Context: an optimization exercise on an open-source flow, tuned for small area, a short achievable clock period and few clock cycles per item. The choices shown serve that exercise and are no tape-out recipe. Only simulation tests tie the RTL to the original design; equivalence was not proved. Power figures rest on the tool's default switching activity, not on a simulated workload.

[config.mk]
export PLATFORM = sky130hd
export DESIGN_NAME = color_engine_top
export DESIGN_NICKNAME = color_engine_top
export VERILOG_FILES = /design/flow/design.v
export SDC_FILE = /design/flow/constraint.sdc
export NUM_CORES = 4
export LEC_CHECK = 0
export CAP_MARGIN = 20
export CORE_MARGIN = 2
export CORE_UTILIZATION = 40
export SLEW_MARGIN = 20
[constraint.sdc]
create_clock -name core_clock -period 6.5 [get_ports {clk}]
set_input_delay 1.3000 -clock core_clock [delete_from_list [all_inputs] [get_ports {clk}]]
set_output_delay 1.3000 -clock core_clock [all_outputs]
set_load 0.01 [all_outputs]
[design.v]
package color_pkg;
   localparam int WORD_W   = 32;
   localparam int TS_W     = 32;
   localparam int LOCALE_W = 32;
   localparam int TTYPE_W  = 4;
   localparam int ARGS_W   = 32;
   localparam logic [TTYPE_W-1:0] ENQUEUER_TASK = 4'd0;
   localparam logic [TTYPE_W-1:0] CALC_TASK     = 4'd1;
   localparam logic [TTYPE_W-1:0] COLOR_TASK    = 4'd2;
   localparam logic [TTYPE_W-1:0] RECEIVE_TASK  = 4'd3;
   localparam int HEADER_WORDS      = 10;
   localparam int NUMV_WORD         = 1;
   localparam int COLOR_BASE_WORD   = 5;
   localparam int SCRATCH_BASE_WORD = 7;
   localparam int LIMIT_WORD        = 9;
   localparam int SCRATCH_SHIFT  = 3;  
   localparam int COUNTER_OFFSET = 0;
   localparam int BITMAP_OFFSET  = 4;
   localparam int COLOR_SHIFT    = 4;  
   typedef struct packed {
      logic [ARGS_W-1:0]   args;
      logic [TTYPE_W-1:0]  ttype;
      logic [LOCALE_W-1:0] locale;
      logic [TS_W-1:0]     ts;
   } task_t;
   typedef struct packed {
      logic              ar_valid;
      logic [WORD_W-1:0] ar_addr;
      logic [7:0]        ar_len;  
      logic              aw_valid;
      logic [WORD_W-1:0] aw_addr;
      logic [7:0]        aw_len;
      logic              w_valid;
      logic [WORD_W-1:0] w_data;
      logic              w_last;
      logic              r_ready;
   } mem_req_t;
   typedef struct packed {
      logic              ar_ready;
      logic              r_valid;
      logic [WORD_W-1:0] r_data;
      logic              r_last;
      logic              aw_ready;
      logic              w_ready;
   } mem_rsp_t;
endpackage
`timescale 1ns/100ps
module header_loader (
   input  logic                         clk,
   input  logic                         rstn,
   input  logic                         fetch,
   input  color_pkg::mem_rsp_t          mem_rsp,
   output color_pkg::mem_req_t          mem_req,
   output logic                         header_busy,
   output logic                         header_valid,
   output logic [color_pkg::WORD_W-1:0] num_v,
   output logic [color_pkg::WORD_W-1:0] color_base,
   output logic [color_pkg::WORD_W-1:0] scratch_base,
   output logic [6:0]                   enq_limit
);
   logic       ar_pending;
   logic       reading;
   logic [3:0] beat;
   logic       beat_fire;
   assign beat_fire   = reading && mem_rsp.r_valid;
   assign header_busy = ar_pending || reading;
   always_ff @(posedge clk) begin
      if (!rstn) begin
         ar_pending   <= 1'b0;
         reading      <= 1'b0;
         header_valid <= 1'b0;
         beat         <= '0;
      end else begin
         if (fetch && !header_busy && !header_valid) begin
            ar_pending <= 1'b1;  
         end else if (ar_pending && mem_rsp.ar_ready) begin
            ar_pending <= 1'b0;
            reading    <= 1'b1;
            beat       <= '0;
         end else if (beat_fire) begin
            beat <= beat + 1'b1;
            if (mem_rsp.r_last) begin
               reading      <= 1'b0;
               header_valid <= 1'b1;
            end
         end
      end
   end
   always_ff @(posedge clk) begin
      if (beat_fire) begin
         case (beat)
            4'(color_pkg::NUMV_WORD):         num_v <= mem_rsp.r_data;
            4'(color_pkg::COLOR_BASE_WORD):   color_base <= {mem_rsp.r_data[29:0], 2'b00};
            4'(color_pkg::SCRATCH_BASE_WORD): scratch_base <= {mem_rsp.r_data[29:0], 2'b00};
            4'(color_pkg::LIMIT_WORD):        enq_limit <= mem_rsp.r_data[6:0];
            default: ;
         endcase
      end
   end
   always_comb begin
      mem_req          = '0;
      mem_req.ar_valid = ar_pending;
      mem_req.ar_len   = 8'(color_pkg::HEADER_WORDS - 1);
      mem_req.r_ready  = reading;
   end
endmodule
`timescale 1ns/100ps
module free_color #(
   parameter int NUM_COLORS = 32
) (
   input  logic [NUM_COLORS-1:0] bitmap,
   output logic [5:0]            color
);
   logic [5:0] low_zero;
   always_comb begin
      low_zero = '0;
      for (int i = NUM_COLORS - 1; i >= 0; i--) begin
         if (!bitmap[i]) begin
            low_zero = 6'(i);  
         end
      end
   end
   always_comb begin
      if (bitmap == '0) begin
         color = '0;
      end else if (&bitmap) begin
         color = 6'(NUM_COLORS);  
      end else begin
         color = low_zero;
      end
   end
endmodule
`timescale 1ns/100ps
module enqueue_window (
   input  logic                         clk,
   input  logic                         load,
   input  logic                         step,
   input  logic [color_pkg::WORD_W-1:0] start_index,
   input  logic [color_pkg::WORD_W-1:0] last_index,
   input  logic [6:0]                   enq_limit,
   output logic [color_pkg::WORD_W-1:0] win_end,
   output logic [color_pkg::WORD_W-1:0] offset,
   output logic                         more
);
   logic [color_pkg::WORD_W:0] reach;
   assign reach = {1'b0, start_index} + (color_pkg::WORD_W + 1)'(enq_limit);
   always_ff @(posedge clk) begin
      if (load) begin
         offset <= start_index;
         if (reach > {1'b0, last_index}) begin
            win_end <= last_index;  
         end else begin
            win_end <= reach[color_pkg::WORD_W-1:0];
         end
      end else if (step) begin
         offset <= offset + 1'b1;
      end
   end
   assign more = offset < win_end;
endmodule
`timescale 1ns/100ps
module vertex_task_fsm #(
   parameter int NUM_COLORS = 32
) (
   input  logic                         clk,
   input  logic                         rstn,
   input  logic                         start,
   input  color_pkg::task_t             task_in,
   input  logic                         header_valid,
   input  logic [color_pkg::WORD_W-1:0] num_v,
   input  logic [color_pkg::WORD_W-1:0] color_base,
   input  logic [color_pkg::WORD_W-1:0] scratch_base,
   input  logic [6:0]                   enq_limit,
   input  logic [color_pkg::WORD_W-1:0] win_end,
   input  logic [color_pkg::WORD_W-1:0] offset,
   input  logic                         more,
   input  logic [5:0]                   color,
   input  logic                         task_out_ready,
   input  color_pkg::mem_rsp_t          mem_rsp,
   output logic                         fetch,
   output logic                         load,
   output logic                         step,
   output logic [color_pkg::WORD_W-1:0] start_index,
   output logic [NUM_COLORS-1:0]        bitmap,
   output logic                         done,
   output logic                         idle,
   output color_pkg::task_t             task_out,
   output logic                         task_out_valid,
   output color_pkg::mem_req_t          mem_req
);
   typedef enum logic [3:0] {
      IDLE, HDR_WAIT, DISPATCH,
      ENQ_CONT, ENQ_NODE,
      COLOR_READ, COLOR_WAIT, COLOR_WRITE,
      RECV_READ, RECV_WAIT, RECV_WR_CNT, RECV_WR_BMP, RECV_ENQ,
      FINISH
   } state_t;
   state_t                       state, state_next;
   color_pkg::task_t             cur_task;
   logic [color_pkg::WORD_W-1:0] counter;
   logic                         rd_beat;  
   logic [color_pkg::WORD_W-1:0] vtx_scratch;
   logic [color_pkg::WORD_W-1:0] vtx_color;
   logic [NUM_COLORS-1:0]        new_bitmap;
   logic                         bit_set;
   logic                         cnt_one;
   assign vtx_scratch = scratch_base + (cur_task.locale << color_pkg::SCRATCH_SHIFT);
   assign vtx_color   = color_base + (cur_task.locale << color_pkg::COLOR_SHIFT);
   assign new_bitmap  = bitmap | (NUM_COLORS'(1) << cur_task.args);  
   assign bit_set     = (new_bitmap == bitmap);
   assign cnt_one     = (counter == 1);
   assign idle  = (state == IDLE);
   assign done  = (state == FINISH);
   assign fetch = idle && start && !header_valid;
   assign load  = (state == DISPATCH) && (cur_task.ttype == color_pkg::ENQUEUER_TASK);
   assign step  = (state == ENQ_NODE) && more && task_out_ready;
   assign start_index = cur_task.args;  
   always_ff @(posedge clk) begin
      if (!rstn) begin
         state   <= IDLE;
         rd_beat <= 1'b0;
      end else begin
         state <= state_next;
         if (state == COLOR_READ || state == RECV_READ) begin
            rd_beat <= 1'b0;
         end else if (mem_req.r_ready && mem_rsp.r_valid) begin
            rd_beat <= !rd_beat;
         end
      end
   end
   always_ff @(posedge clk) begin
      if (idle && start) begin
         cur_task <= task_in;
      end
      if (mem_req.r_ready && mem_rsp.r_valid) begin
         if (state == COLOR_WAIT || rd_beat) begin
            bitmap <= mem_rsp.r_data[NUM_COLORS-1:0];
         end else begin
            counter <= mem_rsp.r_data;
         end
      end
   end
   always_comb begin
      state_next     = state;
      mem_req        = '0;
      task_out       = '0;
      task_out_valid = 1'b0;
      case (state)
         IDLE: begin
            if (start) begin
               state_next = header_valid ? DISPATCH : HDR_WAIT;
            end
         end
         HDR_WAIT: begin
            if (header_valid) state_next = DISPATCH;
         end
         DISPATCH: begin
            case (cur_task.ttype)
               color_pkg::ENQUEUER_TASK: state_next = ENQ_CONT;
               color_pkg::COLOR_TASK:    state_next = COLOR_READ;
               color_pkg::RECEIVE_TASK:  state_next = RECV_READ;
               default:                  state_next = FINISH;
            endcase
         end
         ENQ_CONT: begin
            if (win_end < num_v) begin
               task_out.ttype  = color_pkg::ENQUEUER_TASK;
               task_out.locale = cur_task.args << 4;  
               task_out.args   = win_end;
               task_out_valid  = 1'b1;
               if (task_out_ready) state_next = ENQ_NODE;
            end else begin
               state_next = ENQ_NODE;
            end
         end
         ENQ_NODE: begin
            if (more) begin
               task_out.ttype  = color_pkg::CALC_TASK;
               task_out.locale = offset;
               task_out_valid  = 1'b1;
            end else begin
               state_next = FINISH;
            end
         end
         COLOR_READ: begin
            mem_req.ar_valid = 1'b1;
            mem_req.ar_addr  = vtx_scratch + color_pkg::BITMAP_OFFSET;
            if (mem_rsp.ar_ready) state_next = COLOR_WAIT;
         end
         COLOR_WAIT: begin
            mem_req.r_ready = 1'b1;
            if (mem_rsp.r_valid && mem_rsp.r_last) state_next = COLOR_WRITE;
         end
         COLOR_WRITE: begin
            mem_req.aw_valid = 1'b1;
            mem_req.aw_addr  = vtx_color;
            mem_req.w_valid  = 1'b1;
            mem_req.w_data   = color_pkg::WORD_W'(color);
            mem_req.w_last   = 1'b1;
            if (mem_rsp.aw_ready) state_next = FINISH;
         end
         RECV_READ: begin
            mem_req.ar_valid = 1'b1;
            mem_req.ar_addr  = vtx_scratch + color_pkg::COUNTER_OFFSET;
            mem_req.ar_len   = 8'd1;  
            if (mem_rsp.ar_ready) state_next = RECV_WAIT;
         end
         RECV_WAIT: begin
            mem_req.r_ready = 1'b1;
            if (mem_rsp.r_valid && mem_rsp.r_last) state_next = RECV_WR_CNT;
         end
         RECV_WR_CNT: begin
            mem_req.aw_valid = 1'b1;
            mem_req.aw_addr  = vtx_scratch + color_pkg::COUNTER_OFFSET;
            mem_req.aw_len   = bit_set ? 8'd0 : 8'd1;
            mem_req.w_valid  = 1'b1;
            mem_req.w_data   = counter - 1'b1;
            mem_req.w_last   = bit_set;
            if (mem_rsp.aw_ready) begin
               if (!bit_set) state_next = RECV_WR_BMP;
               else state_next = cnt_one ? RECV_ENQ : FINISH;
            end
         end
         RECV_WR_BMP: begin
            mem_req.w_valid = 1'b1;
            mem_req.w_data  = color_pkg::WORD_W'(new_bitmap);
            mem_req.w_last  = 1'b1;
            if (mem_rsp.w_ready) state_next = cnt_one ? RECV_ENQ : FINISH;
         end
         RECV_ENQ: begin
            task_out.ttype  = color_pkg::COLOR_TASK;
            task_out.locale = cur_task.locale;
            task_out_valid  = 1'b1;
            if (task_out_ready) state_next = FINISH;
         end
         FINISH: state_next = IDLE;
         default: state_next = IDLE;
      endcase
   end
endmodule
`timescale 1ns/100ps
module color_engine #(
   parameter int NUM_COLORS = 32
) (
   input  logic                clk,
   input  logic                rstn,
   input  logic                start,
   input  color_pkg::task_t    task_in,
   input  logic                task_out_ready,
   input  color_pkg::mem_rsp_t mem_rsp,
   output logic                done,
   output logic                idle,
   output color_pkg::task_t    task_out,
   output logic                task_out_valid,
   output color_pkg::mem_req_t mem_req
);
   color_pkg::mem_req_t          hdr_req, fsm_req;
   logic                         header_busy, header_valid;
   logic [color_pkg::WORD_W-1:0] num_v, color_base, scratch_base;
   logic [6:0]                   enq_limit;
   logic                         fetch, load, step, more;
   logic [color_pkg::WORD_W-1:0] start_index;
   logic [color_pkg::WORD_W-1:0] win_end, offset;
   logic [NUM_COLORS-1:0]        bitmap;
   logic [5:0]                   color;
   assign mem_req = header_busy ? hdr_req : fsm_req;  
   header_loader header_loader_inst (
      .clk(clk), .rstn(rstn), .fetch(fetch), .mem_rsp(mem_rsp), .mem_req(hdr_req),
      .header_busy(header_busy), .header_valid(header_valid), .num_v(num_v),
      .color_base(color_base), .scratch_base(scratch_base), .enq_limit(enq_limit)
   );
   enqueue_window enqueue_window_inst (
      .clk(clk), .load(load), .step(step), .start_index(start_index),
      .last_index(num_v), .enq_limit(enq_limit), .win_end(win_end), .offset(offset),
      .more(more)
   );
   free_color #(.NUM_COLORS(NUM_COLORS)) free_color_inst (
      .bitmap(bitmap), .color(color)
   );
   vertex_task_fsm #(.NUM_COLORS(NUM_COLORS)) vertex_task_fsm_inst (
      .clk(clk), .rstn(rstn), .start(start), .task_in(task_in),
      .header_valid(header_valid), .num_v(num_v), .color_base(color_base),
      .scratch_base(scratch_base), .enq_limit(enq_limit), .win_end(win_end),
      .offset(offset), .more(more), .color(color), .task_out_ready(task_out_ready),
      .mem_rsp(mem_rsp), .fetch(fetch), .load(load), .step(step), .start_index(start_index), .bitmap(bitmap),
      .done(done), .idle(idle), .task_out(task_out), .task_out_valid(task_out_valid),
      .mem_req(fsm_req)
   );
endmodule
`timescale 1ns/100ps
module color_engine_top (
   input  logic        clk,
   input  logic        rstn,
   input  logic        start,
   input  logic [31:0] task_in_args,
   input  logic [3:0]  task_in_ttype,
   input  logic [31:0] task_in_locale,
   input  logic [31:0] task_in_ts,
   input  logic        task_out_ready,
   input  logic        ar_ready,
   input  logic        r_valid,
   input  logic [31:0] r_data,
   input  logic        r_last,
   input  logic        aw_ready,
   input  logic        w_ready,
   output logic        done,
   output logic        idle,
   output logic [31:0] task_out_args,
   output logic [3:0]  task_out_ttype,
   output logic [31:0] task_out_locale,
   output logic [31:0] task_out_ts,
   output logic        task_out_valid,
   output logic        ar_valid,
   output logic [31:0] ar_addr,
   output logic [7:0]  ar_len,
   output logic        aw_valid,
   output logic [31:0] aw_addr,
   output logic [7:0]  aw_len,
   output logic        w_valid,
   output logic [31:0] w_data,
   output logic        w_last,
   output logic        r_ready
);
   color_pkg::task_t    task_in, task_out;
   color_pkg::mem_req_t mem_req;
   color_pkg::mem_rsp_t mem_rsp;
   assign task_in.args   = task_in_args;
   assign task_in.ttype  = task_in_ttype;
   assign task_in.locale = task_in_locale;
   assign task_in.ts     = task_in_ts;
   assign mem_rsp.ar_ready = ar_ready;
   assign mem_rsp.r_valid  = r_valid;
   assign mem_rsp.r_data   = r_data;
   assign mem_rsp.r_last   = r_last;
   assign mem_rsp.aw_ready = aw_ready;
   assign mem_rsp.w_ready  = w_ready;
   color_engine #(.NUM_COLORS(32)) color_engine_inst (
      .clk(clk), .rstn(rstn), .start(start), .task_in(task_in),
      .task_out_ready(task_out_ready), .mem_rsp(mem_rsp), .done(done), .idle(idle),
      .task_out(task_out), .task_out_valid(task_out_valid), .mem_req(mem_req)
   );
   assign task_out_args   = task_out.args;
   assign task_out_ttype  = task_out.ttype;
   assign task_out_locale = task_out.locale;
   assign task_out_ts     = task_out.ts;
   assign ar_valid = mem_req.ar_valid;
   assign ar_addr  = mem_req.ar_addr;
   assign ar_len   = mem_req.ar_len;
   assign aw_valid = mem_req.aw_valid;
   assign aw_addr  = mem_req.aw_addr;
   assign aw_len   = mem_req.aw_len;
   assign w_valid  = mem_req.w_valid;
   assign w_data   = mem_req.w_data;
   assign w_last   = mem_req.w_last;
   assign r_ready  = mem_req.r_ready;
endmodule
[run.sh]
#!/bin/bash
# synth_recipe.tcl (not shown) runs the flow's synth.tcl, then flattens the netlist and writes it again
# the make line also repeats each setting of config.mk as NAME=value (left out here)
make -C /OpenROAD-flow-scripts/flow DESIGN_CONFIG=/design/flow/config.mk WORK_HOME=/design/flow/orfs CLKGATE_MAP_FILE= SYNTH_SCRIPT=/design/flow/synth_recipe.tcl finish
==> results.py <==
metrics = {
    "critical_path": {
        "cp_num_buf_inv": 2,
        "cp_top_family": "compound AO/OA/AOI/OAI gates",
        "cpMostUsedCell": "o31a_1",
        "r2r_cells": 22,
        "cp_max_fo": 7,
        "slowest_delay_ns": 0.48,
        "arrival_ns": 5.01,
        "critical_path_required_ns": 5.20,
        "cp-end-kind": "primary output",
        "worstPathCellList": "ha_2 > fa_2 > a211o_4 > a2111oi_4 > buf_4 > o21ba_4 > xnor2_4 > nand4_4 > or3_4 > nor4_4 > nand4_2 > o31a_1 > o31a_1 > clkdlybuf4s50_1",
        "critPathKind": "reg -> out",
        "cp_slowest_cell": "clkdlybuf4s50_1",
        "timing.rr.end": "color_engine_inst.enqueue_window_inst.win_end[0]",
        "reg2reg_slack_ns": 1.03,
        "critPathLaunchType": "register",
    },
    "power": {
        "leakagePower_nw": 9.91,
        "ir_worst_vdd_mv": 0.167,
        "power_density_nw_per_um2": 303,
        "fin_total_pwr_mw": 7.98,
    },
    "routing": {
        "drt_iter0_markers": 2304,
        "via_count": 18900,
        "drt_pre_antenna_iters": 9,
        "antenna_left": 0,
        "wirelength_mm": 79.5,
        "drt-vias-per-instance": 5.96,
        "post-route-drc-count": 0,
        "wl_per_cell_um": 25.0,
    },
    "die": {
        "die_area_um2": 55400,
        "ios": 361,
        "die_w_um": 235,
        "coreArea_um2": 52800,
        "rows": 84,
        "die_h_um": 235,
        "start_util_pct": 40.6,
    },
    "cells_and_area": {
        "layout.nets": 2768,
        "drive_above_1_share_pct": 7.12,
        "area_growth_pct": 22.7,
        "stdcell_area_um2": 26300,
    },
    "grt": {
        "grt_pass1_wl_mm": 116,
        "grt_antenna_before_repair": 8,
        "grtUsageTotal_pct": 27.9,
        "grt_max_degree": 70,
        "grt-ovfl-total": 0,
        "grt_pass1_vias": 18100,
    },
    "sta": {
        "hold_violations": 0,
        "hold_slack_ns": 0.532,
        "setup_viol": 0,
        "fin_skew_ns": 0.0260,
        "fin_ws_ns": 0.189,
        "tightestPinTransition_ns": 1.20,
        "max_freq_mhz": 158,
        "fin_crit_sh_pct": 97.1,
        "fin_tns_setup_ns": 0,
        "post-route-min-period_ns": 6.31,
        "slew_headroom_pct": 19.4,
        "slew_violations": 0,
        "rsz0062_at_grt": "false",
    },
    "place": {
        "place_area_um2": 24800,
        "globalplace.congestion": 0.966,
        "dp_hpwl_mm": 60.0,
        "portBuffers": 277,
        "post-place-ws_ns": 0.227,
    },
    "min_path": {
        "hold_class": "reg -> reg",
        "hp-start": "color_engine_inst.header_loader_inst.reading",
        "whs_endpoint": "color_engine_inst.header_loader_inst.reading",
        "min_path_cells": 2,
    },
    "synth": {
        "ys_seq_area_share_pct": 42.5,
        "synth_flop_cell": "edfxtp_1",
        "synth-async-reset-ratio_pct": 0,
        "synthMuxAreaShare_pct": 1.57,
        "syn_area_per_cell_um2": 9.79,
        "synthAdderAreaFrac_pct": 9.74,
        "yosysWarnings": 4,
        "syn_inst": 2188,
        "synth_compound_area_share_pct": 17.6,
        "ys_ff_latch": 307,
        "ys_types": 102,
        "synth_edf_count": 295,
        "synth_top_family_by_area": "compound AO/OA/AOI/OAI gates",
        "yosys.area_share.xor_xnor_pct": 6.18,
        "syn_area_um2": 21400,
        "synthSimpleGateAreaFrac_pct": 16.7,
    },
    "status": {
        "status": "complete, no violations",
    },
    "cts": {
        "cts_tree": "yes",
        "cts_buffers": 37,
        "cts_root_buffer": "clkbuf_16",
        "cts.reportedPaths.clkPinSlew_ns": 0.06,
        "clk_latency_ns": 0.56,
        "numClockSinks": 307,
        "cts-htree-levels": 2,
        "clock_path_buffers": 3,
    },
    "run": {
        "max_cap_viol_count": 0,
    },
}
## cells by family (layout without fill, tap and decap cells)
| group | Yosys count | after routing |
|---|---|---|
| buffers and inverters | 272 | 521 |
| AND/OR/NAND/NOR | 708 | 708 |
| AO/OA/AOI/OAI | 556 | 556 |
| adder cells (fa/ha/maj) | 165 | 165 |
| multiplexers | 31 | 31 |
| XOR/XNOR | 148 | 148 |
| other | 1 | 55 |
| flip-flops | 307 | 307 |
## registers in the layout, indices dropped and copies added, names as in the netlist
register,cells
color_engine_inst.header_loader_inst.num_v,32
color_engine_inst.header_loader_inst.scratch_base,30
color_engine_inst.header_loader_inst.reading,1
color_engine_inst.enqueue_window_inst.offset,32
color_engine_inst.enqueue_window_inst.win_end,32
color_engine_inst.vertex_task_fsm_inst.rd_beat,1
color_engine_inst.header_loader_inst.enq_limit,7
color_engine_inst.vertex_task_fsm_inst.bitmap,32
color_engine_inst.vertex_task_fsm_inst.counter,32
color_engine_inst.header_loader_inst.header_valid,1
color_engine_inst.vertex_task_fsm_inst.state,4
color_engine_inst.vertex_task_fsm_inst.cur_task,68
color_engine_inst.header_loader_inst.beat,4
color_engine_inst.header_loader_inst.ar_pending,1
color_engine_inst.header_loader_inst.color_base,30
## per-stage QoR
stage               utilization, %  instances
floorplan                        -       2238
global placement              47.1       3104
detailed placement            47.1       3104
CTS                           49.6       3172
finish                        49.8       3179
global route                  49.8       3175
## metal layers
layer | up-vias | track usage, % | share of wire [%]
li1 | 8633 | - | -
met5 | - | 0 | 0.010
met2 | 991 | 44.1 | 45
met4 | 2 | 10.0 | 3.4
met1 | 9165 | 38.7 | 43
met3 | 143 | 4.51 | 8.7
## placed cells by master, fill, tap and decap left out, drive strengths merged, types with 21 or more instances in the layout
master / n
xor2: 62
nand3: 68
a22oi: 22
mux2: 21
nor2: 184
inv: 136
clkbuf: 44
edfxtp: 295
o21ai: 122
nand2: 165
xnor2: 86
a21oi: 135
conb: 51
o22ai: 30
nor3: 49
ha: 162
buf: 43
and2: 60
nand4: 45
a21o: 50
clkdlybuf4s50: 276
a222oi: 28
## worst max-delay path by stage
stage	slack, ns	cells after the start	to	start
floorplan	1.42	13	ar_addr[30]	register
global placement	0.33	13	ar_addr[30]	register
detailed placement	0.23	13	ar_addr[30]	register
CTS	0.03	14	ar_addr[31]	register
global route	0.01	14	ar_addr[31]	register
finish	0.19	14	ar_addr[31]	register
## cell usage after synthesis, types with 8 or more instances
library cell | n | area (µm²)
a211oi_1 | 17 | 128
a21o_1 | 49 | 368
a21oi_1 | 135 | 676
a222oi_1 | 28 | 280
a22oi_1 | 22 | 165
a31oi_1 | 14 | 87.6
and2_1 | 59 | 369
and3_1 | 19 | 119
and4_1 | 11 | 96.3
buf_4 | 52 | 390
clkbuf_1 | 77 | 289
dfxtp_1 | 12 | 240
edfxtp_1 | 295 | 8860
ha_1 | 162 | 2030
inv_1 | 135 | 507
mux2_2 | 21 | 236
mux2i_1 | 10 | 100
nand2_1 | 164 | 616
nand2b_1 | 14 | 87.6
nand3_1 | 68 | 340
nand3b_1 | 8 | 60.1
nand4_1 | 42 | 263
nor2_1 | 184 | 691
nor2b_1 | 18 | 113
nor3_1 | 47 | 235
nor3b_1 | 10 | 75.1
nor4_1 | 17 | 106
o211ai_1 | 15 | 113
o21a_1 | 19 | 143
o21ai_0 | 120 | 601
o22ai_1 | 30 | 188
o31ai_1 | 9 | 67.6
or3_1 | 13 | 81.3
xnor2_1 | 84 | 736
xor2_1 | 62 | 543
## layout make-up
type | instances | area [µm²]
Antenna cell | 4 | 10.0
Clock buffer | 44 | 1000
Clock inverter | 20 | 268
Fill cell | 4869 | 26500
Inverter | 137 | 515
Multi-Input combinational cell | 1659 | 11400
Sequential cell | 307 | 9100
Tap cell | 688 | 861
Timing Repair Buffer | 320 | 3130
## power by group
group	internal, mW	switching (mW)	leakage [nW]
logic	1.20	1.77	6.52
registers	2.44	0.352	2.78
clock network	1.34	0.869	0.613
## repair_timing
| action | CTS | global route |
|---|---|---|
| pin swaps | 4 | 3 |
| gates resized for setup | 7 | 7 |
| setup buffers | 4 | 1 |
| hold buffers | 0 | 0 |
| endpoints found under the setup margin | 9 | 6 |
| endpoints found under the hold margin | 0 | 0 |
## worst register-to-register path, stage by stage, from the launching register on
cell and delay, ns:
edfxtp_1 0.42, ha_1 0.26, fa_1 0.41, a21o_1 0.19
a21oi_1 0.24, o21bai_1 0.10, a21oi_1 0.23, o21bai_1 0.13
and3_1 0.23, and4_1 0.35, nand2_1 0.15, xnor2_1 0.15
ha_1 0.30, a21o_1 0.20, a21o_1 0.18, a21o_1 0.17
a21oi_1 0.14, nor2b_1 0.05, o21ai_0 0.23, and4b_1 0.23
o22a_1 0.15, buf_4 0.31, mux2_2 0.40
Testbench counts, summed over its fixed seeds: cycles 18,054, tasks 2,400.

## port drivers added, routing unchanged
Ports are ideal in the flow. The routed layout listed here was re-timed in OpenROAD.
Step 1 sets driving cells, clkbuf_16 on the clock port and buf_2 on the other inputs (assumed; they add their load-dependent delay and slew).
Step 2 also shifts input and output timing later by t, the mid clock arrival at the registers, as if the neighbouring blocks saw the same clock.
Slacks: no drivers / after step 1 / after step 2; pairs: no drivers / after step 1.
t, ns: 0.613
setup slack, ns: 0.189 / 0.126 / 0.739
hold slack, ns: 0.532 / 0.532 / 0.532
worst setup path after step 2: register to output
worst register clock-pin slew, ns: 0.06 / 0.06
After both steps setup and hold are still met in this run. For this run, drivers alone change the setup slack by -0.063 ns; drivers and shift together by +0.550 ns.
